What follows belongs to an exercise in optimizing a design on an open flow for small area; a production flow would make more cautious choices. The RTL was checked by simulation tests, not by an equivalence proof against the original design. Power is estimated from default activity; no workload was simulated.

==> design/flow/design.v <==
`default_nettype none
package snn_spi_pkg;
    typedef logic [32-1:0] word_t;
    typedef logic [15:0] cfg_addr_t;
    typedef logic [27-16:0] burst_len_t;
    typedef enum logic [2:0] {
        CFG   = 3'd0,
        NEUR  = 3'd1,
        ONEUR = 3'd2,
        WINP  = 3'd3,
        WREC  = 3'd4,
        WOUT  = 3'd5
    } mem_target_e;
    typedef struct packed {
        logic        wr_valid;
        logic        rd_valid;
        mem_target_e target;
        cfg_addr_t   addr;
        word_t       data;
    } spi_event_t;
    typedef struct packed {
        logic       en_conf;
        logic [8:0] ro_stage_sel;
        logic       get_clkint_out;
        logic       get_tar_req_out;
    } cfg_top_t;
    typedef struct packed {
        logic       rst_mode;
        logic [2:0] do_eprop;
        logic       local_tick;
        logic       error_halt;
        logic [2:0] fp_loc_winp;
        logic [2:0] fp_loc_wrec;
        logic [2:0] fp_loc_wout;
        logic [2:0] fp_loc_tinp;
        logic [2:0] fp_loc_trec;
        logic [2:0] fp_loc_tout;
        logic [3:0] learn_sig_scale;
        logic [2:0] regul_mode;
        logic [1:0] regul_w;
        logic       en_stoch_round;
        logic [7:0] sram_speedmode;
        logic       timing_mode;
        logic       regression;
        logic       single_label;
        logic       no_out_act;
        logic       send_per_timestep;
        logic       send_label_only;
        logic       noise_en;
        logic       force_traces;
    } cfg_ctrl_t;
    typedef struct packed {
        logic [31:0]  cycles_per_tick;
        logic [127:0] alpha_conf;
        logic [7:0]   kappa;
        logic [7:0]   num_inp_neur;
        logic [7:0]   num_rec_neur;
        logic [3:0]   num_out_neur;
    } cfg_net_t;
    typedef struct packed {
        logic [5-1:0] prog;
        logic [5-1:0] read;
        cfg_addr_t            addr;
        word_t                data;
    } mem_req_t;
endpackage
`default_nettype wire
`default_nettype none
module snn_spi_top (
    input  wire logic                SCK,
    input  wire logic                RST_async,
    input  wire logic                MOSI,
    output wire logic                MISO,
    output wire logic [11:0]         cfg_top,
    output wire logic [49:0]         cfg_ctrl,
    output wire logic [187:0]        cfg_net,
    output wire logic [57:0]         mem_req,
    input  wire logic [31:0]         mem_rdata
);
    logic [31:0] sr;
    logic [4:0]  bit_cnt;
    logic        pend;       
    logic        mvalid;     
    logic        pq;         
    logic        rq;         
    logic [31:0] d_zero;     
    logic [31:0] d_one;      
    assign d_zero = sr & ~{32{RST_async}};
    assign d_one  = sr |  {32{RST_async}};
    logic [4:0]  tgt_oh;     
    logic        read_any;
    always_ff @(posedge SCK) begin
        if (read_any) sr <= mem_rdata;
        else          sr <= {sr[30:0], MOSI};
    end
    always_ff @(posedge SCK) begin
        if (RST_async) begin
            bit_cnt <= '0;
            pend    <= 1'b0;
        end else begin
            bit_cnt <= bit_cnt + 5'd1;
            pend    <= (bit_cnt == 5'd31);
        end
    end
    always_ff @(posedge SCK) begin
        if (RST_async)              mvalid <= 1'b0;
        else if (bit_cnt == 5'd1)   mvalid <= read_any;
    end
    assign MISO = sr[31] & mvalid;
    logic [11:0] rem;        
    logic        f_rd;
    logic [2:0]  f_tgt;
    logic [15:0] ac;         
    logic [15:0] ac_d;
    logic        ld_cmd;
    logic        ac_inc;
    logic        in_cmd;
    assign in_cmd = (rem == 12'd0);
    assign ld_cmd = pend && in_cmd;
    always_ff @(posedge SCK) begin
        if (RST_async) begin
            rem <= '0;
        end else if (pend) begin
            if (in_cmd) rem <= sr[27:16];
            else        rem <= rem - 12'd1;
        end
    end
    always_ff @(posedge SCK) begin
        if (ld_cmd) begin
            f_rd  <= sr[31];
            f_tgt <= sr[30:28];
        end
    end
    assign ac_inc = (pend && !in_cmd && f_rd) || pq;
    assign ac_d   = ld_cmd ? sr[15:0] : (ac_inc ? ac + 16'd1 : ac);
    always_ff @(posedge SCK) begin
        ac <= ac_d;
    end
    logic [2:0] ev_tgt;
    logic       ev_tgt_mem;
    logic       ev_wr;
    logic       ev_rd;
    assign ev_tgt     = in_cmd ? sr[30:28] : f_tgt;
    assign ev_tgt_mem = (ev_tgt != 3'd0) && (ev_tgt < 3'd6);
    assign ev_wr = pend && !in_cmd && !f_rd;
    assign ev_rd = pend && (in_cmd ? (sr[31] && (sr[27:16] != 12'd0))
                                   : (f_rd && (rem != 12'd1)));
    always_ff @(posedge SCK) begin
        if (RST_async) begin
            pq <= 1'b0;
            rq <= 1'b0;
        end else begin
            pq <= ev_wr;
            rq <= ev_rd;
        end
    end
    logic [15:0] maddr;
    logic [31:0] mdata;
    always_comb begin
        case (f_tgt)
            3'd1:    tgt_oh = 5'b00001;
            3'd2:    tgt_oh = 5'b00010;
            3'd3:    tgt_oh = 5'b00100;
            3'd4:    tgt_oh = 5'b01000;
            3'd5:    tgt_oh = 5'b10000;
            default: tgt_oh = 5'b00000;
        endcase
    end
    assign read_any = rq && (|tgt_oh);
    always_ff @(posedge SCK) begin
        if (RST_async || ((ev_wr || ev_rd) && ev_tgt_mem))
            maddr <= ac_d & ~{16{RST_async}};
    end
    always_ff @(posedge SCK) begin
        if (RST_async || (ev_wr && ev_tgt_mem)) mdata <= d_zero;
    end
    assign mem_req = {tgt_oh & {5{pq}}, tgt_oh & {5{rq}}, maddr, mdata};
    logic cfg_wr;
    assign cfg_wr = ev_wr && (f_tgt == 3'd0);
    logic        hi_zero;
    logic [6:0]  a;
    assign hi_zero = (ac[15:7] == 9'd0);
    assign a       = ac[6:0];
    logic       cfg_hit;
    assign cfg_hit = cfg_wr && hi_zero;
    logic en_conf;
    logic [8:0] ro_stage_sel;
    logic get_clkint_out;
    logic get_tar_req_out;
    logic rst_mode;
    logic [2:0] do_eprop;
    logic local_tick;
    logic error_halt;
    logic [2:0] fp_loc_winp;
    logic [2:0] fp_loc_wrec;
    logic [2:0] fp_loc_wout;
    logic [2:0] fp_loc_tinp;
    logic [2:0] fp_loc_trec;
    logic [2:0] fp_loc_tout;
    logic [3:0] learn_sig_scale;
    logic [2:0] regul_mode;
    logic [1:0] regul_w;
    logic en_stoch_round;
    logic [7:0] sram_speedmode;
    logic timing_mode;
    logic regression;
    logic single_label;
    logic no_out_act;
    logic send_per_timestep;
    logic send_label_only;
    logic noise_en;
    logic force_traces;
    logic [31:0] cycles_per_tick;
    logic [31:0] alpha0;
    logic [31:0] alpha1;
    logic [31:0] alpha2;
    logic [31:0] alpha3;
    logic [7:0] kappa;
    logic [7:0] num_inp_neur;
    logic [7:0] num_rec_neur;
    logic [3:0] num_out_neur;
    always_ff @(posedge SCK) if (RST_async || (cfg_hit && a == 7'd0)) en_conf <= d_one[0];
    always_ff @(posedge SCK) if (RST_async || (cfg_hit && a == 7'd1)) ro_stage_sel <= d_zero[8:0];
    always_ff @(posedge SCK) if (RST_async || (cfg_hit && a == 7'd2)) get_clkint_out <= d_zero[0];
    always_ff @(posedge SCK) if (RST_async || (cfg_hit && a == 7'd3)) get_tar_req_out <= d_one[0];
    always_ff @(posedge SCK) if (RST_async || (cfg_hit && a == 7'd8)) rst_mode <= d_zero[0];
    always_ff @(posedge SCK) if (RST_async || (cfg_hit && a == 7'd9)) do_eprop <= {d_one[2], d_one[1], d_one[0]};
    always_ff @(posedge SCK) if (RST_async || (cfg_hit && a == 7'd10)) local_tick <= d_zero[0];
    always_ff @(posedge SCK) if (RST_async || (cfg_hit && a == 7'd11)) error_halt <= d_one[0];
    always_ff @(posedge SCK) if (RST_async || (cfg_hit && a == 7'd12)) fp_loc_winp <= d_zero[2:0];
    always_ff @(posedge SCK) if (RST_async || (cfg_hit && a == 7'd13)) fp_loc_wrec <= d_zero[2:0];
    always_ff @(posedge SCK) if (RST_async || (cfg_hit && a == 7'd14)) fp_loc_wout <= d_zero[2:0];
    always_ff @(posedge SCK) if (RST_async || (cfg_hit && a == 7'd15)) fp_loc_tinp <= d_zero[2:0];
    always_ff @(posedge SCK) if (RST_async || (cfg_hit && a == 7'd16)) fp_loc_trec <= d_zero[2:0];
    always_ff @(posedge SCK) if (RST_async || (cfg_hit && a == 7'd17)) fp_loc_tout <= d_zero[2:0];
    always_ff @(posedge SCK) if (RST_async || (cfg_hit && a == 7'd18)) learn_sig_scale <= d_zero[3:0];
    always_ff @(posedge SCK) if (RST_async || (cfg_hit && a == 7'd19)) regul_mode <= d_zero[2:0];
    always_ff @(posedge SCK) if (RST_async || (cfg_hit && a == 7'd20)) regul_w <= d_zero[1:0];
    always_ff @(posedge SCK) if (RST_async || (cfg_hit && a == 7'd21)) en_stoch_round <= d_zero[0];
    always_ff @(posedge SCK) if (RST_async || (cfg_hit && a == 7'd22)) sram_speedmode <= d_zero[7:0];
    always_ff @(posedge SCK) if (RST_async || (cfg_hit && a == 7'd23)) timing_mode <= d_zero[0];
    always_ff @(posedge SCK) if (RST_async || (cfg_hit && a == 7'd25)) regression <= d_zero[0];
    always_ff @(posedge SCK) if (RST_async || (cfg_hit && a == 7'd26)) single_label <= d_one[0];
    always_ff @(posedge SCK) if (RST_async || (cfg_hit && a == 7'd27)) no_out_act <= d_zero[0];
    always_ff @(posedge SCK) if (RST_async || (cfg_hit && a == 7'd30)) send_per_timestep <= d_zero[0];
    always_ff @(posedge SCK) if (RST_async || (cfg_hit && a == 7'd31)) send_label_only <= d_one[0];
    always_ff @(posedge SCK) if (RST_async || (cfg_hit && a == 7'd32)) noise_en <= d_zero[0];
    always_ff @(posedge SCK) if (RST_async || (cfg_hit && a == 7'd33)) force_traces <= d_zero[0];
    always_ff @(posedge SCK) if (RST_async || (cfg_hit && a == 7'd64)) cycles_per_tick <= d_zero[31:0];
    always_ff @(posedge SCK) if (RST_async || (cfg_hit && a == 7'd65)) alpha0 <= d_zero[31:0];
    always_ff @(posedge SCK) if (RST_async || (cfg_hit && a == 7'd66)) alpha1 <= d_zero[31:0];
    always_ff @(posedge SCK) if (RST_async || (cfg_hit && a == 7'd67)) alpha2 <= d_zero[31:0];
    always_ff @(posedge SCK) if (RST_async || (cfg_hit && a == 7'd68)) alpha3 <= d_zero[31:0];
    always_ff @(posedge SCK) if (RST_async || (cfg_hit && a == 7'd69)) kappa <= {d_zero[7], d_one[6], d_one[5], d_one[4], d_one[3], d_zero[2], d_one[1], d_zero[0]};
    always_ff @(posedge SCK) if (RST_async || (cfg_hit && a == 7'd94)) num_inp_neur <= {d_one[7], d_one[6], d_one[5], d_one[4], d_one[3], d_one[2], d_one[1], d_one[0]};
    always_ff @(posedge SCK) if (RST_async || (cfg_hit && a == 7'd95)) num_rec_neur <= {d_one[7], d_one[6], d_one[5], d_one[4], d_one[3], d_one[2], d_one[1], d_one[0]};
    always_ff @(posedge SCK) if (RST_async || (cfg_hit && a == 7'd96)) num_out_neur <= {d_one[3], d_one[2], d_one[1], d_one[0]};
    assign cfg_top  = {en_conf, ro_stage_sel, get_clkint_out, get_tar_req_out};
    assign cfg_ctrl = {rst_mode, do_eprop, local_tick, error_halt,
                       fp_loc_winp, fp_loc_wrec, fp_loc_wout,
                       fp_loc_tinp, fp_loc_trec, fp_loc_tout,
                       learn_sig_scale, regul_mode, regul_w,
                       en_stoch_round, sram_speedmode, timing_mode,
                       regression, single_label, no_out_act, send_per_timestep,
                       send_label_only, noise_en, force_traces};
    assign cfg_net  = {cycles_per_tick, alpha3, alpha2, alpha1, alpha0,
                       kappa, num_inp_neur, num_rec_neur, num_out_neur};
endmodule
`default_nettype wire
==> design/flow/flow/run.sh <==
#!/bin/bash
# The standard ORFS layout, with the smallest buffer on the ports and a
# clock tree of fewer, larger sink clusters.
set -euo pipefail
bash standard.sh \
  "BUFFER_PORTS_ARGS=-buffer_cell sky130_fd_sc_hd__buf_1" \
  "CTS_ARGS=-sink_clustering_enable -repair_clock_nets -dont_use_dummy_load -sink_clustering_size 15 -sink_clustering_max_diameter 60 -buf_list {sky130_fd_sc_hd__clkbuf_8}" \
  finish > make_finish.log 2>&1
==> design/flow/standard.sh <==
#!/bin/bash
# synth_recipe.tcl (not shown) runs the flow's synth.tcl, then flattens the netlist and writes it again
# the make line also repeats each setting of config.mk as NAME=value (left out here)
make -C /OpenROAD-flow-scripts/flow DESIGN_CONFIG=/design/flow/config.mk WORK_HOME=/design/flow/orfs CLKGATE_MAP_FILE= SYNTH_SCRIPT=/design/flow/synth_recipe.tcl "${@:-finish}"
==> design/flow/config.mk <==
export PLATFORM = sky130hd
export DESIGN_NAME = snn_spi_top
export DESIGN_NICKNAME = snn_spi_top
export VERILOG_FILES = /design/flow/design.v
export SDC_FILE = /design/flow/constraint.sdc
export NUM_CORES = 4
export LEC_CHECK = 0
export CAP_MARGIN = 20
export CORE_MARGIN = 2
export CORE_UTILIZATION = 50
export SLEW_MARGIN = 20
==> design/flow/constraint.sdc <==
create_clock -name core_clock -period 5.0 [get_ports {SCK}]
set_input_delay 1.0000 -clock core_clock [delete_from_list [all_inputs] [get_ports {SCK}]]
set_output_delay 1.0000 -clock core_clock [all_outputs]
set_load 0.01 [all_outputs]
==> results of run 1 <==
[flip-flops by register name (all words and copies together), names as in the netlist, 32 cells and up]
register	flops
cycles_per_tick	32
alpha0	32
sr	32
alpha1	32
alpha3	32
mdata	32
alpha2	32
[cell usage after synthesis, types with 2 or more instances]
master      n  area (um2)
edfxtp_1  302        9069
dfxtp_1    69        1381
nor2_1     56       210.2
nor2b_1    36       225.2
mux2_2     33       371.6
a21o_1     28       210.2
nand2_1    27       101.4
a21oi_1    25       125.1
nor3_1     23       115.1
clkbuf_1   20       75.07
a211oi_1   18       135.1
xnor2_1    16       140.1
buf_4      15       112.6
o21ai_0    12       60.06
a31o_2     11       96.34
ha_1       10       125.1
inv_1      10       37.54
nor4_1     10       62.56
or2_2       9       56.30
nand3_1     8       40.04
and2_1      7       43.79
nand4_1     7       43.79
buf_2       6       30.03
nand2b_1    6       37.54
nor3b_1     5       37.54
nor4b_1     5       43.79
and3_1      4       25.02
and4_1      3       26.28
buf_1       3       11.26
nand4b_1    3       26.28
a41o_1      2       20.02
buf_6       2       22.52
mux2i_1     2       20.02
o21a_1      2       15.01
or4_1       2       15.01
or4_4       2       22.52
xor2_1      2       17.52
[power by group through the flow]
| stage | sequential, mW | clock [mW] | combinational [mW] |
|---|---|---|---|
| 4_1_cts | 3.57 | 1.44 | 0.326 |
| 5_1_grt | 3.58 | 1.54 | 0.346 |
| 3_3_place_gp | 3.64 | 0 | 0.321 |
| 3_5_place_dp | 3.64 | 0 | 0.326 |
| 6_report | 3.57 | 1.40 | 0.319 |
| 2_1_floorplan | 3.68 | 0 | 0.111 |
[path summary, 6_finish.rpt]
path	endpoint	slack, ns	depth (start not counted)
setup / recovery	alpha2[27]	1.86	6
hold / removal	bit_cnt[0]	0.48	1
setup reg to reg	alpha2[27]	1.86	6
hold reg to reg	bit_cnt[0]	0.48	1
[routing by layer]
metal  share of wire, %  up-vias  GRT usage, %
li1                   -     3659             -
met1                 44     3985         33.18
met2                 45      373         35.95
met3                7.7       53         4.682
met4                2.7        0         6.822
met5                  0        -             0
[final cells by class]
class                           count  share of cell area, %
Multi-Input combinational cell    382                  16.78
Sequential cell                   371                  68.77
Clock buffer                       29                  2.627
Inverter                           10                 0.2470
Tap cell                          335                  2.759
Antenna cell                        4                0.06588
Timing Repair Buffer              348                  8.745
[logic make-up after synthesis]
group | after synthesis | synth area share (%)
AOI/OAI and AO/OA | 101 | 5.201
xor gates and xnor gates | 18 | 1.187
adders and majority gates | 10 | 0.9422
buffers and inverters | 56 | 2.176
DFF | 371 | 78.69
muxes | 35 | 2.949
and+or+nand+nor | 218 | 8.856
[stage by stage]
step | cell area [um2] | instances | power, mW
finish | 15190 | 1479 | 5.290
global route | 15190 | 1477 | 5.475
detailed placement | 14780 | 1446 | 3.967
floorplan | 13280 | 809 | 3.791
global placement | 14780 | 1446 | 3.964
CTS | 15180 | 1475 | 5.335
==> out/results.env, run 1 <==
LAYOUT.CELLS.MOST_COMMON_LIST='buf_1, edfxtp_1, dfxtp_1'
NETLIST-CELL-TYPE-COUNT=45
ASYNCSETRESETFLOPFRACSYNTH_PCT=0
DRT_ITER0_DRC=621
TIMING.CRITICAL_PATH.FROM_TYPE='flop'
LKG_PWR_nW=5.252
CLOCKBUFFERDEPTH=3
GRT.OVERFLOW.TOTAL=0
FLIP_FLOP_AND_LATCH_AREA_UM2=10450
ENDPOINT_KIND='flop'
SYN_INST=809
FINAL_NETS=1187
TIGHTEST_SLEW_NS=1.079
GRT_SETUP_UNREPAIRED='false'
VDD.IR_DROP.WORST_mV=0.2699
SYN_TO_FINAL_GROWTH_PCT=14.42
INSERTION_DELAY_NS=0.59
PORT_BUFFERS=343
POST-PLACE-WS_NS=1.824
FP_ROWS=59
CLOCK_TREE.ROOT_CELL='clkbuf_8'
TIMING.CLOCK.SKEW_NS=0.05121
CRITICAL_PATH.MAX_FANOUT=32
CTS_MAX_LEVEL=1
DRC_ERRORS=0
CRITICAL_PATH.TOP_DELAY_FAMILY='simple AND/OR/NAND/NOR gates'
COUNT_OF_VIAS_PLACED_BY_THE_DETAILED_ROUTER=8070
HOLD_PATH.CLASS='reg -> reg'
NUMBER_OF_FLOPS_MAPPED_TO_ENABLE_CELLS_BY_YOSYS=302
TIMING_HOLD_VIOLATIONS_FINAL=0
P_SWITCHING_mW=1.182
DRT_FIRST_PASS_ITERS=5
SLACK_OF_THE_CRITICAL_PATH_NS=1.855
SYNTH_AREA_UM2=13280
DRT-WIRELENGTH-PER-CELL_UM=22.42
SYNTH.YOSYS.SEQ_AREA_SHARE_PCT=78.69
CTS_SETUP_BUFFERS=0
CTS.CLK_SLEW.WORST_PATHS_NS=0.08
CRITPATHKIND='reg -> reg'
LAYOUT.CORE_UTILIZATION_PCT=58.31
GLOBALPLACE.CONGESTION=0.8355
WHS_NS=0.4789
TRITONCTS='done'
TOTALNEGATIVESETUPSLACK_NS=0
CLOCK_SINK_COUNT=371
POST_CTS_RESIZE_COUNT=0
HOLD_PATH_STARTPOINT='bit_cnt[0]'
FINAL_MIN_PERIOD_OVER_CLOCK_PERIOD_PCT=62.89
SW_FRAC_OF_TOTAL_PCT=22.35
WORST_PATH_LARGEST_CELL_DELAY_NS=0.89
CRIT-REG2REG-LAUNCH='rem[0]'
DIE-WIDTH_UM=167.0
DRT_WL_TOTAL_MM=33.16
SHARE_SEQ_OF_TOTAL_POWER_PCT=67.5
GRT.TOTAL_USAGE_PCT=23.08
POWER_DENSITY_nW_PER_UM2=348.2
SYNTH_AREA_PER_CELL_UM2=16.42
CAP_VIOLATIONS=0
MAX_FREQ_MHz=318.0
POSTROUTEANTENNANETS=0
WORSTPATHCELLLIST='inv_1 -> ha_1 -> nand4_1 -> nand4b_1 -> nor3_1 -> a31o_2'
INTPOWER_mW=4.108
POST-DP-HPWL_MM=22.96
YOSYSWARNINGS=1
FINAL_COMMON_CELL='buf_1'
PLACEABLECOREAREA_UM2=26060
CTS_HOLD_BUFFERS=0
STARTING_DENSITY_OF_THE_CORE_PCT=50.96
SYN_NETS=854
P_CLK_SHARE_PCT=26.5
POSTSYNTH.TOPFLOPCELL='edfxtp_1'
CRITICAL_PATH.SLOWEST_CELL='a31o_2'
DIE_H_UM=167.0
MULTI_INPUT_AREA_UM2=2550
ROUTED_VIA_DENSITY=5.456
ANTENNA_FOUND_INITIAL=3
FIRST_GLOBAL_VIAS=7745
MAX_SLEW_MARGIN_PCT=28.06
CRITPATHBUFINV=1
WORST_EP_REQUIRED_NS=5.19
CTS_INSERTED_BUFFERS=29
FINALMAXSLEWVIOLATIONS=0
GRT_MAX_DEGREE=72
NFILLCELLS=2108
CRITPATHLAUNCH='rem[0]'
FINALWORSTPATHREQUIREDPERIOD_NS=3.145
POST_ROUTE_CELLS_DRIVE_ABOVE_1_SHARE_PCT=8.596
GRT_PASS1_WL_MM=48.97
OUTCOME='no timing/DRC/antenna violations'
POWER.SHARE.COMBINATIONAL_PCT=6.0
SETUP_VIOL_COUNT_FINAL=0
SYNTH.FF_LATCH_COUNT=371
WORST-ENDPOINT-ARRIVAL_NS=3.33
DIEAREA_UM2=27880
IO_PINS=344
==> run 2, diff against run 1 <==
--- a/design/flow/design.v
+++ b/design/flow/design.v
@@ -98,7 +98,7 @@
             bit_cnt <= '0;
             pend    <= 1'b0;
         end else begin
-            bit_cnt <= bit_cnt + 5'd1;
+            bit_cnt <= bit_cnt ^ {&bit_cnt[3:0], &bit_cnt[2:0], &bit_cnt[1:0], bit_cnt[0], 1'b1};
             pend    <= (bit_cnt == 5'd31);
         end
     end
@@ -117,13 +117,16 @@
     logic        in_cmd;
     assign in_cmd = (rem == 12'd0);
     assign ld_cmd = pend && in_cmd;
-    always_ff @(posedge SCK) begin
-        if (RST_async) begin
-            rem <= '0;
-        end else if (pend) begin
-            if (in_cmd) rem <= sr[27:16];
-            else        rem <= rem - 12'd1;
-        end
+    logic [12:0] rem_b;
+    logic [11:0] rem_d;
+    assign rem_b[0] = pend && !in_cmd;
+    for (genvar i = 0; i < 12; i++) begin : g_rem
+        assign rem_b[i+1] = rem_b[i] && !rem[i];
+    end
+    assign rem_d = ld_cmd ? sr[27:16] : (rem ^ rem_b[11:0]);
+    always_ff @(posedge SCK) begin
+        if (RST_async) rem <= '0;
+        else           rem <= rem_d;
     end
     always_ff @(posedge SCK) begin
         if (ld_cmd) begin
@@ -132,7 +135,12 @@
         end
     end
     assign ac_inc = (pend && !in_cmd && f_rd) || pq;
-    assign ac_d   = ld_cmd ? sr[15:0] : (ac_inc ? ac + 16'd1 : ac);
+    logic [16:0] ac_c;
+    assign ac_c[0] = ac_inc;
+    for (genvar i = 0; i < 16; i++) begin : g_ac
+        assign ac_c[i+1] = ac_c[i] && ac[i];
+    end
+    assign ac_d   = ld_cmd ? sr[15:0] : (ac ^ ac_c[15:0]);
     always_ff @(posedge SCK) begin
         ac <= ac_d;
     end
==> out/results.env, run 2 <==
POST-DP-HPWL_MM=22.41  # -2.4%
CTS.CLK_SLEW.WORST_PATHS_NS=0.10  # +0.02 ns
GRT_UTIL_MET2_PCT=34.96  # -0.98 points
WORST_PATH_LARGEST_CELL_DELAY_NS=0.36  # -0.53 ns
POST_CTS_RESIZE_COUNT=0  # unchanged
TIMING.CRITICAL_PATH.FROM_TYPE='flop'
YOSYSWARNINGS=1  # unchanged
MAX_FREQ_MHz=217.1  # -32%
FINAL_NETS=1153  # -2.9%
NUMBER_OF_FLOPS_MAPPED_TO_ENABLE_CELLS_BY_YOSYS=302  # unchanged
CLOCKBUFFERDEPTH=3  # unchanged
ROUTED_VIA_DENSITY=5.329  # -2.3%
NETLIST_TOP_CELLS_COUNT='edfxtp_1, dfxtp_1, a31o_1, nor2b_1, ha_1'
P_CLK_SHARE_PCT=26.6  # about the same
SYNTH.YOSYS.SEQ_AREA_SHARE_PCT=79.92  # +1.2 points
CTS_HOLD_BUFFERS=0  # unchanged
SYN_NETS=810  # -5.2%
CTS_SETUP_BUFFERS=0  # unchanged
GRT_SETUP_UNREPAIRED='false'
HOLD_PATH.CLASS='reg -> reg'
SYN_INST=745  # -7.9%
DIEAREA_UM2=27460  # -1.5%
SYNTH_AREA_PER_CELL_UM2=17.55  # +6.9%
STARTING_DENSITY_OF_THE_CORE_PCT=50.61  # -0.36 points
FP_ROWS=59  # unchanged
DOMINANT_CELL_TYPE_BY_COUNT_ON_THE_CRITICAL_PATH='ha_1'
ENDPOINT_KIND='flop'
POST-SYNTH-TOP-AREA-CELL='edfxtp_1'
GLOBAL_ROUTE.USAGE.MET1_PCT=33.25  # +0.064 points
CAP_VIOLATIONS=0  # unchanged
CRITICAL_PATH.MAX_FANOUT=3  # -91%
GLOBALPLACE.CONGESTION=0.8109  # -2.9%
SW_FRAC_OF_TOTAL_PCT=22.42  # +0.076 points
POSTROUTEANTENNANETS=0  # unchanged
POWER_DENSITY_nW_PER_UM2=353.9  # +1.6%
CRITPATHKIND='reg -> reg'
GRT_PASS1_WL_MM=47.15  # -3.7%
CLOCK_SINK_COUNT=371  # unchanged
INSERTION_DELAY_NS=0.60  # about the same
TIMING_HOLD_VIOLATIONS_FINAL=0  # unchanged
POST-PLACE-WS_NS=0.4092  # -1.415 ns
GRT.OVERFLOW.TOTAL=0  # unchanged
MAX_SLEW_MARGIN_PCT=28.75  # +0.69 points
INTPOWER_mW=4.134  # +0.64%
DRC_ERRORS=0  # unchanged
SHARE_SEQ_OF_TOTAL_POWER_PCT=66.9  # -0.6 points
CTS_INSERTED_BUFFERS=30  # +3.4%
POWER.SHARE.COMBINATIONAL_PCT=6.5  # +0.5 points
FINAL_MIN_PERIOD_OVER_CLOCK_PERIOD_PCT=92.12  # +29 points
NFILLCELLS=2060  # -2.3%
NETLIST.AREA_LEADER.SHARE_PCT=69.36  # +1.1 points
TIMING.CLOCK.SKEW_NS=0.04825  # -0.002956 ns
POSTSYNTH.TOPFLOPCELL='edfxtp_1'
GRT_MAX_DEGREE=80  # +11%
PORT_BUFFERS=343  # unchanged
DIE-WIDTH_UM=165.7  # -0.76%
ASYNCSETRESETFLOPFRACSYNTH_PCT=0  # unchanged
VDD.IR_DROP.WORST_mV=0.2095  # -22%
SYNTH.FF_LATCH_COUNT=371  # unchanged
POST_ROUTE_CELLS_DRIVE_ABOVE_1_SHARE_PCT=8.379  # -0.22 points
LAYOUT.CELLS.MOST_COMMON_LIST='buf_1, edfxtp_1, dfxtp_1'
DRT_FIRST_PASS_ITERS=5  # unchanged
TRITONCTS='done'
SYNTH.MOST_COMMON_CELL='edfxtp_1'
DRT_ITER0_DRC=780  # +26%
NETLIST-CELL-TYPE-COUNT=45  # unchanged
WORST_EP_REQUIRED_NS=5.32  # +0.13 ns
OUTCOME='no timing/DRC/antenna violations'
FINALMAXSLEWVIOLATIONS=0  # unchanged
USE_MET3_PCT=4.468  # -0.21 points
ANTENNA_FOUND_INITIAL=2  # -1
CTS_MAX_LEVEL=1  # unchanged
COUNT_OF_VIAS_PLACED_BY_THE_DETAILED_ROUTER=7589  # -6.0%
CRITICAL_PATH.SLOWEST_CELL='nor4_2'
SLACK_OF_THE_CRITICAL_PATH_NS=0.3938  # -1.462 ns
SETUP_VIOL_COUNT_FINAL=0  # unchanged
FIRST_GLOBAL_VIAS=7171  # -7.4%
CLOCK_TREE.ROOT_CELL='clkbuf_8'
FINALWORSTPATHREQUIREDPERIOD_NS=4.606  # +1.462 ns
DRT_WL_TOTAL_MM=31.95  # -3.7%
P_SWITCHING_mW=1.195  # +1.1%
IO_PINS=344  # unchanged
PLACEABLECOREAREA_UM2=25840  # -0.85%
TIGHTEST_SLEW_NS=1.061  # -0.01834 ns
WORST-ENDPOINT-ARRIVAL_NS=4.93  # +1.60 ns
GRT.TOTAL_USAGE_PCT=22.60  # -0.48 points
TOTALNEGATIVESETUPSLACK_NS=0  # unchanged
WORSTPATHCELLLIST='nor4_2 -> and4_1 -> nor2_1 -> a21o_1 -> ha_1 -> ha_1 -> ha_1 -> ha_1 -> ha_1 -> ha_1 -> ha_1 -> ha_1 -> ha_1 -> ha_1 -> ha_1 -> ha_1 -> ha_1 -> ha_1 -> ha_1 -> xor2_1 -> a21oi_1 -> nor3_1'
DRT-WIRELENGTH-PER-CELL_UM=22.44  # about the same
SYNTH_AREA_UM2=13080  # -1.5%
LKG_PWR_nW=5.310  # +1.1%
NETLIST_TOP_CELLS_AREA='edfxtp_1, dfxtp_1, ha_1'
GLOBAL_ROUTE.PEAK_USAGE_LAYER='met2'
WHS_NS=0.4187  # -0.06022 ns
SYN_TO_FINAL_GROWTH_PCT=15.18
DIE_H_UM=165.7  # -0.76%
FINAL_COMMON_CELL='buf_1'
run 2: logic make-up after synthesis:
family	after synthesis	share of synthesized area (%)
xor gates and xnor gates	3	0.2010
and+or+nand+nor	158	6.747
DFF	371	79.92
buffers and inverters	62	2.584
muxes	34	2.909
AOI/OAI and AO/OA	87	4.766
adders and majority gates	30	2.871
run 2: layer usage:
metal	up-vias	part of all wire, %
met2	340	46
met4	0	2.2
met1	3737	45
met5	-	0
li1	3467	-
met3	45	7.0
run 2: layout make-up:
type / count / area, um2 / area share (%)
Timing Repair Buffer: 357 / 1396 / 9.272
Multi-Input combinational cell: 312 / 2313 / 15.36
Sequential cell: 371 / 10450 / 69.39
Tap cell: 335 / 419.2 / 2.783
Antenna cell: 3 / 7.507 / 0.04985
Clock buffer: 30 / 412.9 / 2.742
Inverter: 16 / 60.06 / 0.3988
run 2: final timing paths:
check / startpoint / slack, ns / endpoint / depth (start not counted)
max: rem[1] / 0.39 / maddr[15] / 22
max reg2reg: rem[1] / 0.39 / maddr[15] / 22
min reg2reg: sr[31] / 0.42 / f_rd / 0
min: sr[31] / 0.42 / f_rd / 0
run 2: per-stage QoR:
| stage | power [mW] | util (%) | instance area [um2] | instances |
|---|---|---|---|---|
| 3_3_place_gp | 3.985 | 56.60 | 14620 | 1391 |
| 2_1_floorplan | 3.805 | - | 13080 | 745 |
| 5_1_grt | 5.518 | 58.28 | 15060 | 1423 |
| 4_1_cts | 5.373 | 58.20 | 15040 | 1421 |
| 6_report | 5.329 | 58.29 | 15060 | 1424 |
| 3_5_place_dp | 3.990 | 56.60 | 14620 | 1391 |
run 2: critical path, delay by kind of cell (launching register included):
| kind | cells | cell delay [ns] |
|---|---|---|
| DFF | 1 | 0.33 |
| AOI/OAI and AO/OA | 2 | 0.37 |
| xor gates and xnor gates | 1 | 0.16 |
| and+or+nand+nor | 4 | 0.75 |
| adders and majority gates | 15 | 2.73 |
run 2: power by group through the flow:
stage | sequential (mW) | clock, mW | combinational, mW
final | 3.57 | 1.42 | 0.348
after global routing | 3.58 | 1.56 | 0.375
after CTS | 3.57 | 1.45 | 0.354
after detailed placement | 3.64 | 0 | 0.353
after global placement | 3.63 | 0 | 0.350
after floorplan | 3.69 | 0 | 0.111
==> run 3, diff against run 2 <==
==> design/flow/flow/run.sh (replaced) <==
#!/bin/bash
# The standard ORFS layout with three changes that only affect area:
#  - synthesis maps the combinational logic with an area-oriented ABC script
#    (registers are mapped before ABC runs, so they are the standard ones);
#  - the smallest buffer on the ports;
#  - a clock tree of fewer, larger sink clusters and no dummy loads.
set -euo pipefail
here=$(pwd)
{
  cat <<TCL
proc abc {args} {
  set i [lsearch -exact \$args -script]
  if {\$i >= 0} { lset args [expr {\$i + 1}] $here/flow/abc_area_map.script }
  yosys abc {*}\$args
}
TCL
  cat synth_recipe.tcl
} > flow_synth.tcl
bash standard.sh \
  "SYNTH_SCRIPT=$here/flow_synth.tcl" \
  "BUFFER_PORTS_ARGS=-buffer_cell sky130_fd_sc_hd__buf_1" \
  "CTS_ARGS=-sink_clustering_enable -repair_clock_nets -dont_use_dummy_load -sink_clustering_size 10 -sink_clustering_max_diameter 40 -buf_list {sky130_fd_sc_hd__clkbuf_4}" \
  finish > make_finish.log 2>&1
==> design/flow/flow/abc_area_map.script (new file) <==
strash
dch
map -a
topo
stime -c
==> out/results.env, run 3 <==
OUTCOME='no timing/DRC/antenna violations'
COUNT_OF_VIAS_PLACED_BY_THE_DETAILED_ROUTER=7839  # +3.3%
TIGHTEST_SLEW_NS=0.9963  # -0.06448 ns
CLOCKBUFFERDEPTH=3  # unchanged
NUMBER_OF_FLOPS_MAPPED_TO_ENABLE_CELLS_BY_YOSYS=302  # unchanged
SLACK_OF_THE_CRITICAL_PATH_NS=0.4160  # +0.02220 ns
NETLIST_TOP_CELLS_COUNT='edfxtp_1, nand2_1, o21ai_0, clkinv_1, nor2_1'
REPORT.POWER.TOTAL_mW=5.277  # -0.99%
DIE-WIDTH_UM=163.2  # -1.5%
YOSYSWARNINGS=1  # unchanged
GLOBALPLACE.CONGESTION=0.8271  # +2.0%
SW_FRAC_OF_TOTAL_PCT=23.27  # +0.84 points
CTS_MAX_LEVEL=2  # +1
WHS_NS=0.4357  # +0.01704 ns
FINAL_COMMON_CELL='buf_1'
WORST-ENDPOINT-ARRIVAL_NS=5.08  # +0.15 ns
FP_ROWS=58  # -1.7%
LKG_PWR_nW=5.196  # -2.1%
POST-DP-HPWL_MM=21.29  # -5.0%
DIEAREA_UM2=26640  # -3.0%
FIRST_GLOBAL_VIAS=7774  # +8.4%
TIMING.CLOCK.SKEW_NS=0.08301  # +0.03476 ns
TIMING_HOLD_VIOLATIONS_FINAL=0  # unchanged
CTS.CLK_SLEW.WORST_PATHS_NS=0.10  # about the same
CTS_HOLD_BUFFERS=0  # unchanged
FINAL_NETS=1279  # +11%
DOMINANT_CELL_TYPE_BY_COUNT_ON_THE_CRITICAL_PATH='ha_1'
NETLIST.AREA_LEADER.SHARE_PCT=71.56  # +2.2 points
DRT_ITER0_DRC=593  # -24%
NFILLCELLS=2132  # +3.5%
INTPOWER_mW=4.049  # -2.1%
FINAL_MIN_PERIOD_OVER_CLOCK_PERIOD_PCT=91.68  # -0.44 points
POST_CTS_RESIZE_COUNT=0  # unchanged
POST_ROUTE_CELLS_DRIVE_ABOVE_1_SHARE_PCT=6.683  # -1.7 points
TIMING.CRITICAL_PATH.FROM_TYPE='flop'
ROUTED_VIA_DENSITY=5.077  # -4.7%
P_CLK_SHARE_PCT=24.9  # -1.7 points
NETLIST-CELL-TYPE-COUNT=24  # -47%
SYNTH.FF_LATCH_COUNT=371  # unchanged
GRT.OVERFLOW.TOTAL=0  # unchanged
CRITICAL_PATH.SLOWEST_CELL='dfxtp_1'
MULTI_INPUT_AREA_UM2=1904  # -18%
WORST_PATH_LARGEST_CELL_DELAY_NS=0.32  # -0.04 ns
SYNTH_AREA_UM2=12670  # -3.1%
POSTSYNTH.TOPFLOPCELL='edfxtp_1'
CLOCK_TREE.ROOT_CELL='clkbuf_4'
CAP_VIOLATIONS=0  # unchanged
CRITICAL_PATH.MAX_FANOUT=4  # +1
TOTALNEGATIVESETUPSLACK_NS=0  # unchanged
DRT-WIRELENGTH-PER-CELL_UM=19.77  # -12%
TRITONCTS='done'
SYN_TO_FINAL_GROWTH_PCT=17.17
GRT_SETUP_UNREPAIRED='false'
P_SWITCHING_mW=1.228  # +2.7%
SETUP_VIOL_COUNT_FINAL=0  # unchanged
CLOCK_SINK_COUNT=371  # unchanged
GRT_MAX_DEGREE=59  # -26%
POWER_DENSITY_nW_PER_UM2=355.3  # +0.41%
ASYNCSETRESETFLOPFRACSYNTH_PCT=0  # unchanged
INSERTION_DELAY_NS=0.68  # +0.08 ns
FINALMAXSLEWVIOLATIONS=0  # unchanged
MAX_SLEW_MARGIN_PCT=33.54  # +4.8 points
HOLD_PATH.CLASS='reg -> reg'
DRC_ERRORS=0  # unchanged
INTERNAL_REG_TO_REG_SETUP_SLACK_NS=0.42  # +0.02 ns
GRT.TOTAL_USAGE_PCT=22.57  # -0.032 points
SYNTH_AREA_PER_CELL_UM2=15.51  # -12%
SYNTH.YOSYS.SEQ_AREA_SHARE_PCT=82.46  # +2.5 points
DRT_FIRST_PASS_ITERS=5  # unchanged
NETLIST_TOP_CELLS_AREA='edfxtp_1, dfxtp_1, nand2_1'
CTS_SETUP_BUFFERS=0  # unchanged
POWER.SHARE.COMBINATIONAL_PCT=7.2  # +0.7 points
SYN_INST=817  # +9.7%
STARTING_DENSITY_OF_THE_CORE_PCT=50.62  # about the same
IO_PINS=344  # unchanged
SYN_NETS=882  # +8.9%
WORSTPATHCELLLIST='nor4_1 -> nand2_1 -> nor2_1 -> nor2_1 -> nand2_1 -> nand2_1 -> ha_1 -> ha_1 -> ha_1 -> ha_1 -> ha_1 -> ha_1 -> ha_1 -> ha_1 -> ha_1 -> ha_1 -> ha_1 -> ha_1 -> ha_1 -> ha_1 -> ha_1 -> xnor2_1 -> or2_2 -> a21oi_1'
WORST_EP_REQUIRED_NS=5.50  # +0.18 ns
POST-PLACE-WS_NS=0.4428  # +0.03365 ns
FINALWORSTPATHREQUIREDPERIOD_NS=4.584  # -0.02220 ns
GRT_PASS1_WL_MM=44.73  # -5.2%
DIE_H_UM=163.2  # -1.5%
PORT_BUFFERS=343  # unchanged
POST-SYNTH-TOP-AREA-CELL='edfxtp_1'
POSTROUTEANTENNANETS=0  # unchanged
SYNTH.MOST_COMMON_CELL='edfxtp_1'
LAYOUT.CELLS.MOST_COMMON_LIST='buf_1, edfxtp_1, nand2_1'
ENDPOINT_KIND='flop'
SHARE_SEQ_OF_TOTAL_POWER_PCT=67.8  # +0.9 points
DRT_WL_TOTAL_MM=30.53  # -4.5%
FLIP_FLOP_AND_LATCH_AREA_UM2=10450  # unchanged
CRITPATHKIND='reg -> reg'
CTS_INSERTED_BUFFERS=47  # +57%
MAX_FREQ_MHz=218.2  # +0.48%
ANTENNA_FOUND_INITIAL=2  # unchanged
VDD.IR_DROP.WORST_mV=0.2233  # +6.6%
PLACEABLECOREAREA_UM2=25040  # -3.1%
## run 3: changes by cell type in the layout (fill, tap and decap cells not counted), moves of 13 or more
cell	previous run	this run
nor2_1	20	73
mux2_2	25	1
inv_1	15	0
o21ai_0	8	72
a21oi_1	18	31
nand2_1	22	106
clkbuf_4	1	47
clkbuf_8	30	0
nor3_1	25	2
a31o_1	32	0
nor2b_1	34	0
clkinv_1	0	75
## run 3: per-layer routing
layer	vias up	share of wire (%)	wire (um)	track usage [%]
li1	3695	-	-	-
met1	3729	42	12870	29.84
met2	362	47	14350	36.92
met3	53	8.8	2694	6.323
met4	0	2.0	606	6.235
met5	-	0	0	0
## run 3: power by group through the flow
stage | clock network (mW) | logic [mW] | registers, mW
after floorplan | 0 | 0.118 | 3.72
after global placement | 0 | 0.387 | 3.65
after detailed placement | 0 | 0.389 | 3.65
after CTS | 1.36 | 0.390 | 3.58
after global routing | 1.49 | 0.421 | 3.59
final | 1.32 | 0.382 | 3.58
## run 3: critical path: cells and delay by family, from the launching register on
kind	cells	cell delay [ns]
DFF	1	0.32
xor gates and xnor gates	1	0.12
adders and majority gates	15	2.75
AOI/OAI and AO/OA	1	0.13
and+or+nand+nor	7	1.07
## run 3: worst paths after layout
check,end,depth (start not counted),from
max,maddr[15],24,rem[9]
min,ac[4],2,sr[4]
max reg2reg,maddr[15],24,rem[9]
min reg2reg,ac[4],2,sr[4]
## run 3: cells by family after synthesis
group	share of synthesized area (%)
flops	82.46
buf+inv	3.139
simple gates	6.516
compound gates	4.769
xor+xnor	0.06912
fa+ha+maj	2.962
mux	0.08885
## run 3: metrics by stage
stage               instance area (um2)  instances  util [%]
finish                            14850       1544     59.31
global route                      14850       1544     59.31
CTS                               14840       1542     59.29
detailed placement                14490       1495     57.88
global placement                  14490       1495     57.88
floorplan                         12670        817         -
## run 3: final cells by class
| type | instances | area share [%] |
|---|---|---|
| clock buffer | 47 | 2.376 |
| sequential | 371 | 70.37 |
| inverter | 76 | 1.921 |
| timing repair buffer | 363 | 9.690 |
| tap | 330 | 2.781 |
| multi-input combinational | 355 | 12.82 |
| antenna | 2 | 0.03370 |
==> run 4, diff against run 3 <==
--- a/design/flow/config.mk
+++ b/design/flow/config.mk
@@ -7,5 +7,5 @@
 export LEC_CHECK = 0
 export CAP_MARGIN = 20
 export CORE_MARGIN = 2
-export CORE_UTILIZATION = 50
+export CORE_UTILIZATION = 80
 export SLEW_MARGIN = 20
==> out/results.env, run 4 <==
MULTI_INPUT_AREA_UM2=1932  # +1.4%
R2R.WORST_PATH.CELLS=24  # unchanged
DIEAREA_UM2=16860  # -37%
DRT_ITER0_DRC=1280  # +120%
FP_ROWS=46  # -21%
MAX_FREQ_MHz=196.3  # -10%
DRT_WL_TOTAL_MM=36.97  # +21%
GRT_PASS1_WL_MM=52.42  # +17%
INTERNAL_REG_TO_REG_SETUP_SLACK_NS=-0.09  # -0.51 ns
PLACEABLECOREAREA_UM2=15660  # -37%
NUMBER_OF_FLOPS_MAPPED_TO_ENABLE_CELLS_BY_YOSYS=302  # unchanged
SYNTH_AREA_UM2=12670  # unchanged
COUNT_OF_VIAS_PLACED_BY_THE_DETAILED_ROUTER=9116  # +16%
SYN_INST=817  # unchanged
DRT_FIRST_PASS_ITERS=7  # +2
NETLIST-CELL-TYPE-COUNT=24  # unchanged
TIGHTEST_SLEW_NS=0.9411  # -0.05522 ns
LAYOUT.CELLS.MOST_COMMON_LIST='buf_1, edfxtp_1, nand2_1'
TIMING_HOLD_VIOLATIONS_FINAL=0  # unchanged
INSERTION_DELAY_NS=0.72  # +0.04 ns
DRT-WIRELENGTH-PER-CELL_UM=25.98  # +31%
HOLD_PATH.CLASS='reg -> reg'
SYN_NETS=882  # unchanged
CTS_SETUP_BUFFERS=0  # unchanged
FINISH.CELL_COUNT_WITHOUT_FILLERS=1423  # -7.8%
FLIP_FLOP_AND_LATCH_AREA_UM2=10450  # unchanged
TRITONCTS='done'
FINAL_NETS=1272  # -0.55%
PORT_BUFFERS=343  # unchanged
CLOCKBUFFERDEPTH=3  # unchanged
WORST_EP_REQUIRED_NS=5.57  # +0.07 ns
CRITICAL_PATH.SLOWEST_CELL='nor4_2'
IO_PINS=344  # unchanged
POWER_DENSITY_nW_PER_UM2=362.0  # +1.9%
VDD.IR_DROP.WORST_mV=0.2762  # +24%
DRC_ERRORS=0  # unchanged
HOLD-PATH-ENDPOINT='f_tgt[0]'
NETLIST.AREA_LEADER.SHARE_PCT=71.56  # unchanged
CTS_INSERTED_BUFFERS=43  # -8.5%
GRT.TOTAL_USAGE_PCT=43.09  # +21 points
CRITPATHKIND='reg -> reg'
POST-SYNTH-TOP-AREA-CELL='edfxtp_1'
CRITICAL_PATH.TOP_DELAY_FAMILY='adder cells'
FINALMAXSLEWVIOLATIONS=0  # unchanged
CRITPATHBUFINV=0  # unchanged
OUTCOME='finished with violations'
PLACE_INST=1378  # -7.8%
GRT_MAX_DEGREE=56  # -5.1%
DOMINANT_CELL_TYPE_BY_COUNT_ON_THE_CRITICAL_PATH='ha_1'
FINAL_MIN_PERIOD_OVER_CLOCK_PERIOD_PCT=101.9  # +10 points
YOSYSWARNINGS=1  # unchanged
SYN_TO_FINAL_GROWTH_PCT=15.85
POSTLAYOUTCELLAREA_UM2=14680  # -1.1%
CRITICAL_PATH.MAX_FANOUT=4  # unchanged
SYNTH.YOSYS.SEQ_AREA_SHARE_PCT=82.46  # unchanged
DIE-WIDTH_UM=129.9  # -20%
LKG_PWR_nW=5.169  # -0.53%
WORSTPATHCELLLIST='nor4_2 -> nand2_2 -> nor2_2 -> nor2_1 -> nand2_1 -> nand2_1 -> ha_1 -> ha_1 -> ha_1 -> ha_1 -> ha_1 -> ha_1 -> ha_1 -> ha_1 -> ha_1 -> ha_1 -> ha_1 -> ha_1 -> ha_1 -> ha_1 -> ha_1 -> xnor2_1 -> or2_2 -> a21oi_1'
FINALWORSTPATHREQUIREDPERIOD_NS=5.095  # +0.5109 ns
CTS.CLK_SLEW.WORST_PATHS_NS=0.12  # +0.02 ns
SETUP_VIOL_COUNT_FINAL=1  # +1
SYNTH.FF_LATCH_COUNT=371  # unchanged
CLOCK_SINK_COUNT=371  # unchanged
DIE_H_UM=129.9  # -20%
CLOCK_TREE.ROOT_CELL='clkbuf_4'
POST_ROUTE_CELLS_DRIVE_ABOVE_1_SHARE_PCT=6.556  # -0.13 points
HOLD_PATH_STARTPOINT='sr[28]'
FIRST_GLOBAL_VIAS=8996  # +16%
CAP_VIOLATIONS=0  # unchanged
MAX_SLEW_MARGIN_PCT=36.60  # +3.1 points
WORST-ENDPOINT-ARRIVAL_NS=5.67  # +0.59 ns
TIMING.CLOCK.SKEW_NS=0.08152  # -0.001491 ns
POSTROUTEANTENNANETS=0  # unchanged
GLOBALPLACE.CONGESTION=0.8979  # +8.6%
ASYNCSETRESETFLOPFRACSYNTH_PCT=0  # unchanged
ENDPOINT_KIND='flop'
NFILLCELLS=477  # -78%
ROUTED_VIA_DENSITY=6.406  # +26%
TOTALNEGATIVESETUPSLACK_NS=-0.09489  # -0.09489 ns
POST-DP-HPWL_MM=22.23  # +4.4%
WORST_PATH_LARGEST_CELL_DELAY_NS=0.55  # +0.23 ns
PLACE_AREA_UM2=14320  # -1.2%
STARTING_DENSITY_OF_THE_CORE_PCT=80.95  # +30 points
ANTENNA_FOUND_INITIAL=1  # -1
WORST_R2R_ENDPOINT='maddr[15]'
SYNTH_AREA_PER_CELL_UM2=15.51  # unchanged
GRT.OVERFLOW.TOTAL=0  # unchanged
TIMING.CRITICAL_PATH.FROM_TYPE='flop'
NETLIST_TOP_CELLS_COUNT='edfxtp_1, nand2_1, o21ai_0, clkinv_1, nor2_1'
SYNTH.MOST_COMMON_CELL='edfxtp_1'
CTS_HOLD_BUFFERS=0  # unchanged
POSTSYNTH.TOPFLOPCELL='edfxtp_1'
HOLD_DEPTH=0  # -2
CTS_MAX_LEVEL=2  # unchanged
SLACK_OF_THE_CRITICAL_PATH_NS=-0.09489  # -0.5109 ns
CHECKFAILREASONS='negative setup slack'
WHS_NS=0.4390  # +0.003288 ns
CRIT-REG2REG-LAUNCH='rem[9]'
FINAL_COMMON_CELL='buf_1'
NETLIST_TOP_CELLS_AREA='edfxtp_1, dfxtp_1, nand2_1'
run 4: cell types whose count changed in the layout (fill, tap and decap cells not counted), moves of 2 or more:
cell      change
clkbuf_4      -4
nor2_1        -3
buf_4         -3
nor2_2        +3
nor4_1        -2
run 4: stage by stage:
stage / setup WS (ns) / power (mW) / utilization [%]
floorplan: 0.6382 / 3.836 / -
global placement: 0.5216 / 4.006 / 91.49
detailed placement: 0.2591 / 4.037 / 91.49
CTS: 0.08142 / 5.282 / 93.59
global route: -0.2434 / 5.425 / 93.77
finish: -0.09489 / 5.315 / 93.78
run 4: worst max-delay path by stage:
stage / cells past startpoint / endpoint / startpoint / slack, ns
2_1_floorplan: 6 / maddr[0] / rem[6] / 0.64
3_3_place_gp: 24 / maddr[15] / rem[6] / 0.52
3_5_place_dp: 24 / maddr[15] / rem[9] / 0.26
4_1_cts: 24 / maddr[15] / rem[6] / 0.08
5_1_grt: 24 / maddr[15] / rem[9] / -0.24
6_report: 24 / maddr[15] / rem[9] / -0.09
run 4: cells by family (layout without fill, tap and decap cells):
| logic type | count (synthesis) | after routing | synth area share (%) |
|---|---|---|---|
| DFF | 371 | 371 | 82.46 |
| and+or+nand+nor | 206 | 206 | 6.516 |
| AOI/OAI and AO/OA | 117 | 117 | 4.769 |
| buffers and inverters | 91 | 479 | 3.139 |
| adders and majority gates | 30 | 30 | 2.962 |
| xor gates and xnor gates | 1 | 1 | 0.06912 |
| muxes | 1 | 1 | 0.08885 |
| other | 0 | 2 | 0 |
run 4: power by group:
part | leakage, nW | total, mW | internal (mW) | switching [mW]
clock network | 0.198 | 1.31 | 0.397 | 0.917
logic | 1.37 | 0.405 | 0.0945 | 0.311
registers | 3.60 | 3.60 | 3.52 | 0.0732
run 4: layout make-up:
class	instances	share of cell area (%)
diodes	2	0.03409
clock buffers	43	2.199
flip-flops and latches	371	71.18
inverters	76	1.943
repair buffers	360	9.647
well taps	216	1.841
multi-input cells	355	13.16
run 4: repair_timing:
item | CTS | global route
cloned | 0 | 0
pin swaps | 0 | 1
resized for setup | 1 | 4
setup endpoints to repair | 1 | 2
run 4: per-layer routing:
layer | GRT usage [%] | wire length (um) | up-vias
met5 | 0 | 0 | -
met4 | 22.20 | 2206 | 0
met3 | 13.61 | 5136 | 202
met2 | 73.79 | 18720 | 1027
met1 | 49.21 | 10910 | 4203
li1 | - | - | 3684
==> run 5, diff against run 4 <==
--- a/design/flow/config.mk
+++ b/design/flow/config.mk
@@ -7,5 +7,5 @@
 export LEC_CHECK = 0
 export CAP_MARGIN = 20
 export CORE_MARGIN = 2
-export CORE_UTILIZATION = 80
+export CORE_UTILIZATION = 65
 export SLEW_MARGIN = 20
==> out/results.env, run 5 <==
SHARE_OF_THE_SYNTHESIZED_AREA_IN_COMPOUND_GATES_AO_OA_AOI_OAI_PCT=4.768  # unchanged
VDD.IR_DROP.WORST_mV=0.2955  # +7.0%
MAX_SLEW_MARGIN_PCT=34.22  # -2.4 points
NETLIST_TOP_CELLS_AREA='edfxtp_1, dfxtp_1, nand2_1'
CRITPATHKIND='reg -> reg'
NETLIST.AREA_LEADER.SHARE_PCT=71.56  # unchanged
ENDPOINT_KIND='flop'
YOSYSWARNINGS=1  # unchanged
WORST-ENDPOINT-ARRIVAL_NS=5.12  # -0.55 ns
INSERTION_DELAY_NS=0.65  # -0.07 ns
POSTSYNTH.TOPFLOPCELL='edfxtp_1'
SYN_TO_FINAL_GROWTH_PCT=16.32
SLACK_OF_THE_CRITICAL_PATH_NS=0.3847  # +0.4796 ns
ASYNCSETRESETFLOPFRACSYNTH_PCT=0  # unchanged
FINALMAXSLEWVIOLATIONS=0  # unchanged
YOSYS.AREA_SHARE.XOR_XNOR_PCT=0.06911  # unchanged
POST-SYNTH-TOP-AREA-CELL='edfxtp_1'
TOTALNEGATIVESETUPSLACK_NS=0  # +0.09489 ns
CRITICAL_PATH.MAX_FANOUT=4  # unchanged
POST-DP-HPWL_MM=19.52  # -12%
SETUP_VIOL_COUNT_FINAL=0  # -1
TIMING_HOLD_VIOLATIONS_FINAL=0  # unchanged
WORST_EP_REQUIRED_NS=5.50  # -0.07 ns
SYN_NETS=882  # unchanged
HOLD_PATH.CLASS='reg -> reg'
SYNTH.YOSYS.SEQ_AREA_SHARE_PCT=82.46  # unchanged
CLOCK_SINK_COUNT=371  # unchanged
LAYOUT.CELLS.MOST_COMMON_LIST='buf_1, edfxtp_1, nand2_1'
GRT_MAX_DEGREE=59  # +5.4%
CTS_HOLD_BUFFERS=0  # unchanged
NETLIST-CELL-TYPE-COUNT=24  # unchanged
FINAL_NETS=1274  # +0.16%
GRT.TOTAL_USAGE_PCT=26.87  # -16 points
GRT_PASS1_WL_MM=41.07  # -22%
OUTCOME='no timing/DRC/antenna violations'
SYNTH_AREA_UM2=12670  # unchanged
FINAL_MIN_PERIOD_OVER_CLOCK_PERIOD_PCT=92.31  # -9.6 points
FIRST_GLOBAL_VIAS=7422  # -17%
POWER_DENSITY_nW_PER_UM2=354.1  # -2.2%
FINALWORSTPATHREQUIREDPERIOD_NS=4.615  # -0.4796 ns
MAX_FREQ_MHz=216.7  # +10%
DRT_ITER0_DRC=513  # -60%
NUMBER_OF_FLOPS_MAPPED_TO_ENABLE_CELLS_BY_YOSYS=302  # unchanged
CAP_VIOLATIONS=0  # unchanged
R2R.WORST_PATH.CELLS=24  # unchanged
ROUTED_VIA_DENSITY=5.291  # -17%
LKG_PWR_nW=5.175  # +0.13%
POST_SYNTH_MUX_AREA_SHARE_PCT=0.08885  # unchanged
SYNTH.MOST_COMMON_CELL='edfxtp_1'
COUNT_OF_VIAS_PLACED_BY_THE_DETAILED_ROUTER=7794  # -15%
DRT_FIRST_PASS_ITERS=5  # -2
POST_SYNTH_FA_HA_MAJ_AREA_FRACTION_PCT=2.962  # unchanged
PLACE_INST=1427  # +3.6%
FINAL_COMMON_CELL='buf_1'
TRITONCTS='done'
POST_ROUTE_CELLS_DRIVE_ABOVE_1_SHARE_PCT=6.628  # +0.072 points
LARGEST_FAMILY_OF_LOGIC_CELLS_BY_SYNTHESIZED_AREA='simple AND/OR/NAND/NOR gates'
DIEAREA_UM2=20630  # +22%
SYN_INST=817  # unchanged
DIE_H_UM=143.6  # +11%
STARTING_DENSITY_OF_THE_CORE_PCT=65.76  # -15 points
GRT_SETUP_UNREPAIRED='false'
GRT.OVERFLOW.TOTAL=0  # unchanged
DIE-WIDTH_UM=143.6  # +11%
NETLIST_TOP_CELLS_COUNT='edfxtp_1, nand2_1, o21ai_0, clkinv_1, nor2_1'
SYNTH.FF_LATCH_COUNT=371  # unchanged
DRT-WIRELENGTH-PER-CELL_UM=19.10  # -26%
DRT_WL_TOTAL_MM=28.14  # -24%
WHS_NS=0.4360  # -0.002944 ns
GLOBALPLACE.CONGESTION=0.8640  # -3.8%
ANTENNA_FOUND_INITIAL=2  # +1
TIMING.CLOCK.SKEW_NS=0.03963  # -0.04189 ns
TIMING.CRITICAL_PATH.FROM_TYPE='flop'
IO_PINS=344  # unchanged
CTS.CLK_SLEW.WORST_PATHS_NS=0.10  # -0.02 ns
CTS_INSERTED_BUFFERS=45  # +4.7%
POSTROUTEANTENNANETS=0  # unchanged
CTS_MAX_LEVEL=2  # unchanged
CLOCKBUFFERDEPTH=3  # unchanged
PLACEABLECOREAREA_UM2=19270  # +23%
FP_ROWS=51  # +11%
DRC_ERRORS=0  # unchanged
SYNTH_AREA_PER_CELL_UM2=15.51  # unchanged
HOLD_DEPTH=0  # unchanged
POST_CTS_RESIZE_COUNT=0  # -1
PORT_BUFFERS=343  # unchanged
POST_SYNTH_AND_OR_NAND_NOR_AREA_FRACTION_PCT=6.516  # unchanged
POST-PLACE-WS_NS=0.2790  # +0.01995 ns
REPORT.POWER.TOTAL_mW=5.221  # -1.8%
CTS_SETUP_BUFFERS=0  # unchanged
CLOCK_TREE.ROOT_CELL='clkbuf_4'
FINISH.CELL_COUNT_WITHOUT_FILLERS=1473  # +3.5%
TIGHTEST_SLEW_NS=0.9764  # +0.03533 ns
run 5: critical path: stages, from the launching register on:
cell     delay [ns]
dfxtp_1        0.32
nor4_1         0.29
nand2_1        0.13
nor2_2         0.17
nor2_1         0.11
nand2_1        0.09
nand2_1        0.08
ha_1           0.19
ha_1           0.18
ha_1           0.18
ha_1           0.18
ha_1           0.19
ha_1           0.19
ha_1           0.18
ha_1           0.18
ha_1           0.19
ha_1           0.19
ha_1           0.19
ha_1           0.19
ha_1           0.19
ha_1           0.18
ha_1           0.18
xnor2_1        0.12
or2_2          0.30
a21oi_1        0.12
run 5: final timing paths:
check | start | end | slack, ns
hold reg to reg | sr[28] | f_tgt[0] | 0.44
setup reg to reg | rem[6] | maddr[15] | 0.38
setup / recovery | rem[6] | maddr[15] | 0.38
hold / removal | sr[28] | f_tgt[0] | 0.44
run 5: logic make-up after synthesis:
| logic type | after synthesis |
|---|---|
| XOR/XNOR | 1 |
| multiplexers | 1 |
| buffers and inverters | 91 |
| adder cells (fa/ha/maj) | 30 |
| AO/OA/AOI/OAI | 117 |
| AND/OR/NAND/NOR | 206 |
| flip-flops | 371 |
run 5: report_power, final:
group | switching (mW) | leakage (nW) | internal (mW)
clock network | 0.853 | 0.207 | 0.416
registers | 0.0553 | 3.60 | 3.52
logic | 0.281 | 1.37 | 0.0947
run 5: per-stage QoR:
step | utilization (%) | instance area (um2)
2_1_floorplan | - | 12670
3_3_place_gp | 74.66 | 14390
3_5_place_dp | 74.69 | 14390
4_1_cts | 76.44 | 14730
5_1_grt | 76.50 | 14740
6_report | 76.50 | 14740
run 5: final cells by class:
class,count,area [um2]
Multi-Input combinational cell,355,1918
Antenna cell,1,2.502
Clock buffer,45,337.8
Timing Repair Buffer,360,1416
Sequential cell,371,10450
Inverter,76,285.3
Tap cell,265,331.6
Fill cell,1298,4529
run 5: per-layer routing:
metal  wire (um)  track usage (%)
met1       11220            35.13
met2       13670            44.14
met3        2479            7.664
met4         762            8.669
met5          13                0
==> run 6, diff against run 5 <==
--- a/design/flow/design.v
+++ b/design/flow/design.v
@@ -81,6 +81,7 @@
     logic [4:0]  bit_cnt;
     logic        pend;       
     logic        mvalid;     
+    logic        sq;         
     logic        pq;         
     logic        rq;         
     logic [31:0] d_zero;     
@@ -98,13 +99,13 @@
             bit_cnt <= '0;
             pend    <= 1'b0;
         end else begin
-            bit_cnt <= bit_cnt ^ {&bit_cnt[3:0], &bit_cnt[2:0], &bit_cnt[1:0], bit_cnt[0], 1'b1};
-            pend    <= (bit_cnt == 5'd31);
+            bit_cnt <= {bit_cnt[3:0], bit_cnt[4] ^ bit_cnt[2] ^ (bit_cnt[3:0] == 4'd0)};
+            pend    <= (bit_cnt == 5'd16);
         end
     end
     always_ff @(posedge SCK) begin
         if (RST_async)              mvalid <= 1'b0;
-        else if (bit_cnt == 5'd1)   mvalid <= read_any;
+        else if (bit_cnt == 5'd1)   mvalid <= read_any;    
     end
     assign MISO = sr[31] & mvalid;
     logic [11:0] rem;        
@@ -155,11 +156,9 @@
                                    : (f_rd && (rem != 12'd1)));
     always_ff @(posedge SCK) begin
         if (RST_async) begin
-            pq <= 1'b0;
-            rq <= 1'b0;
+            sq <= 1'b0;
         end else begin
-            pq <= ev_wr;
-            rq <= ev_rd;
+            sq <= ev_wr || ev_rd;
         end
     end
     logic [15:0] maddr;
@@ -174,6 +173,8 @@
             default: tgt_oh = 5'b00000;
         endcase
     end
+    assign pq       = sq && !f_rd;
+    assign rq       = sq && f_rd;
     assign read_any = rq && (|tgt_oh);
     always_ff @(posedge SCK) begin
         if (RST_async || ((ev_wr || ev_rd) && ev_tgt_mem))
==> out/results.env, run 6 <==
OUTCOME='no timing/DRC/antenna violations'
HOLD_DEPTH=2  # +2
DIE_H_UM=143.3  # -0.21%
ASYNCSETRESETFLOPFRACSYNTH_PCT=0  # unchanged
SYN_TO_FINAL_GROWTH_PCT=16.14
CLOCK_SINK_COUNT=370  # -0.27%
TIGHTEST_SLEW_NS=1.018  # +0.04208 ns
SETUP_VIOL_COUNT_FINAL=0  # unchanged
GRT.OVERFLOW.TOTAL=0  # unchanged
POST-PLACE-WS_NS=0.4077  # +0.1287 ns
DRT_FIRST_PASS_ITERS=5  # unchanged
DRT_ITER0_DRC=611  # +19%
FIRST_GLOBAL_VIAS=7683  # +3.5%
IO_PINS=344  # unchanged
CRITICAL_PATH.TOP_DELAY_FAMILY='adder cells'
CRITICAL_PATH.MAX_FANOUT=3  # -1
POST_ROUTE_CELLS_DRIVE_ABOVE_1_SHARE_PCT=6.156  # -0.47 points
GLOBALPLACE.CONGESTION=0.9051  # +4.8%
WHS_NS=0.4324  # -0.003638 ns
SYNTH_AREA_UM2=12620  # -0.42%
GLOBAL_ROUTE.USAGE.MET1_PCT=35.59  # +0.46 points
SYN_INST=814  # -0.37%
NETLIST.AREA_LEADER.SHARE_PCT=71.86  # +0.31 points
CTS.CLK_SLEW.WORST_PATHS_NS=0.11  # about the same
ROUTED_VIA_DENSITY=5.363  # +1.4%
NETLIST_TOP_CELLS_COUNT='edfxtp_1, nand2_1, o21ai_0, clkinv_1, nor2_1'
CRITPATHBUFINV=0  # unchanged
POWER_DENSITY_nW_PER_UM2=363.1  # +2.5%
YOSYSWARNINGS=1  # unchanged
USE_MET3_PCT=7.797  # +0.13 points
DRC_ERRORS=0  # unchanged
CLOCK_TREE.ROOT_CELL='clkbuf_4'
FINAL_COMMON_CELL='buf_1'
CTS_SETUP_BUFFERS=0  # unchanged
NUMBER_OF_FLOPS_MAPPED_TO_ENABLE_CELLS_BY_YOSYS=302  # unchanged
HOLD_PATH.CLASS='reg -> reg'
TOTALNEGATIVESETUPSLACK_NS=0  # unchanged
DIEAREA_UM2=20540  # -0.42%
SYNTH.YOSYS.SEQ_AREA_SHARE_PCT=82.65  # +0.19 points
CRITICAL_PATH.SLOWEST_CELL='dfxtp_1'
SYNTH_AREA_PER_CELL_UM2=15.50  # about the same
CRIT-REG2REG-LAUNCH='rem[8]'
POST-DP-HPWL_MM=20.79  # +6.5%
GLOBAL_ROUTE.PEAK_USAGE_LAYER='met2'
DRT_WL_TOTAL_MM=29.44  # +4.6%
FINALWORSTPATHREQUIREDPERIOD_NS=4.619  # +0.003584 ns
MAX_SLEW_MARGIN_PCT=31.65  # -2.6 points
CAP_VIOLATIONS=0  # unchanged
WORST-PATH-STAGES=24  # unchanged
TIMING.CRITICAL_PATH.FROM_TYPE='flop'
PLACE_INST=1418  # -0.63%
FLIP_FLOP_AND_LATCH_AREA_UM2=10430  # -0.19%
NFILLCELLS=1237  # -4.7%
INSERTION_DELAY_NS=0.66  # about the same
FP_ROWS=50  # -2.0%
CLOCKBUFFERDEPTH=3  # unchanged
NETLIST_TOP_CELLS_AREA='edfxtp_1, dfxtp_1, o21ai_0'
HOLD_PATH_STARTPOINT='bit_cnt[3]'
DOMINANT_CELL_TYPE_BY_COUNT_ON_THE_CRITICAL_PATH='ha_1'
SLACK_OF_THE_CRITICAL_PATH_NS=0.3812  # -0.003584 ns
LAYOUT.CELLS.MOST_COMMON_LIST='buf_1, edfxtp_1, nand2_1'
CTS_INSERTED_BUFFERS=44  # -2.2%
WORSTPATHCELLLIST='nor4_1 -> nand2_1 -> nor2_1 -> nor2_1 -> nand2_1 -> nand2_1 -> ha_1 -> ha_1 -> ha_1 -> ha_1 -> ha_1 -> ha_1 -> ha_1 -> ha_1 -> ha_1 -> ha_1 -> ha_1 -> ha_1 -> ha_1 -> ha_1 -> ha_1 -> xnor2_1 -> or2_2 -> a21oi_1'
CTS_HOLD_BUFFERS=0  # unchanged
POSTROUTEANTENNANETS=0  # unchanged
PORT_BUFFERS=343  # unchanged
DIE-WIDTH_UM=143.3  # -0.21%
GRT_MAX_DEGREE=64  # +8.5%
ENDPOINT_KIND='flop'
LKG_PWR_nW=5.148  # -0.52%
POST-SYNTH-TOP-AREA-CELL='edfxtp_1'
run 6: cell types whose count changed after synthesis, sizes merged, moves of 2 or more:
cell / previous run / this run
o21ai: 78 / 83
ha: 30 / 26
nor2: 74 / 70
nand3: 10 / 7
nand2: 106 / 108
nand4: 5 / 7
run 6: final cells by class:
class / count / share of cell area (%)
Antenna cell: 2 / 0.03415
Clock buffer: 44 / 2.254
Inverter: 76 / 1.946
Multi-Input combinational cell: 353 / 12.77
Sequential cell: 370 / 71.16
Tap cell: 260 / 2.220
Timing Repair Buffer: 359 / 9.612
run 6: routing by layer:
metal	vias up	share of wire, %
li1	3679	-
met1	3723	38
met2	387	50
met3	63	8.5
met4	0	3.4
met5	-	0
run 6: kinds of logic after synthesis:
family          after synthesis  synth area share (%)
flops                       370                 82.65
simple gates                204                 6.504
compound gates              121                 4.957
buf+inv                      91                 3.153
fa+ha+maj                    26                 2.578
xor+xnor                      1               0.06942
mux                           1               0.08923
run 6: metrics by stage:
stage	utilization (%)	total power [mW]
6_report	77.58	5.322
5_1_grt	77.58	5.520
4_1_cts	77.52	5.346
3_5_place_dp	75.77	4.135
3_3_place_gp	75.77	4.122
2_1_floorplan	-	3.914
run 6: worst paths after layout:
check	slack, ns	to
max	0.38	maddr[15]
min	0.43	bit_cnt[4]
max reg2reg	0.38	maddr[15]
min reg2reg	0.43	bit_cnt[4]
run 6: power by group:
part           switching (mW)  internal [mW]  total (mW)
registers              0.0742           3.53        3.60
logic                   0.347          0.117       0.463
clock network           0.849          0.406        1.26
run 6: worst reg2reg max path: stages (launching register included):
cell and delay [ns]:
dfxtp_1 0.33, nor4_1 0.32, nand2_1 0.13, nor2_1 0.15
nor2_1 0.09, nand2_1 0.08, nand2_1 0.06, ha_1 0.18
ha_1 0.18, ha_1 0.18, ha_1 0.18, ha_1 0.18
ha_1 0.19, ha_1 0.18, ha_1 0.18, ha_1 0.20
ha_1 0.19, ha_1 0.20, ha_1 0.19, ha_1 0.18
ha_1 0.18, ha_1 0.18, xnor2_1 0.11, or2_2 0.30
a21oi_1 0.13

Setup slack of run 6, layout unchanged: 0.381 ns with ideal ports, 0.381 ns with driving cells assumed (clock clkbuf_16, inputs buf_2), 0.381 ns with port delays also shifted by the 0.678 ns mid clock arrival.
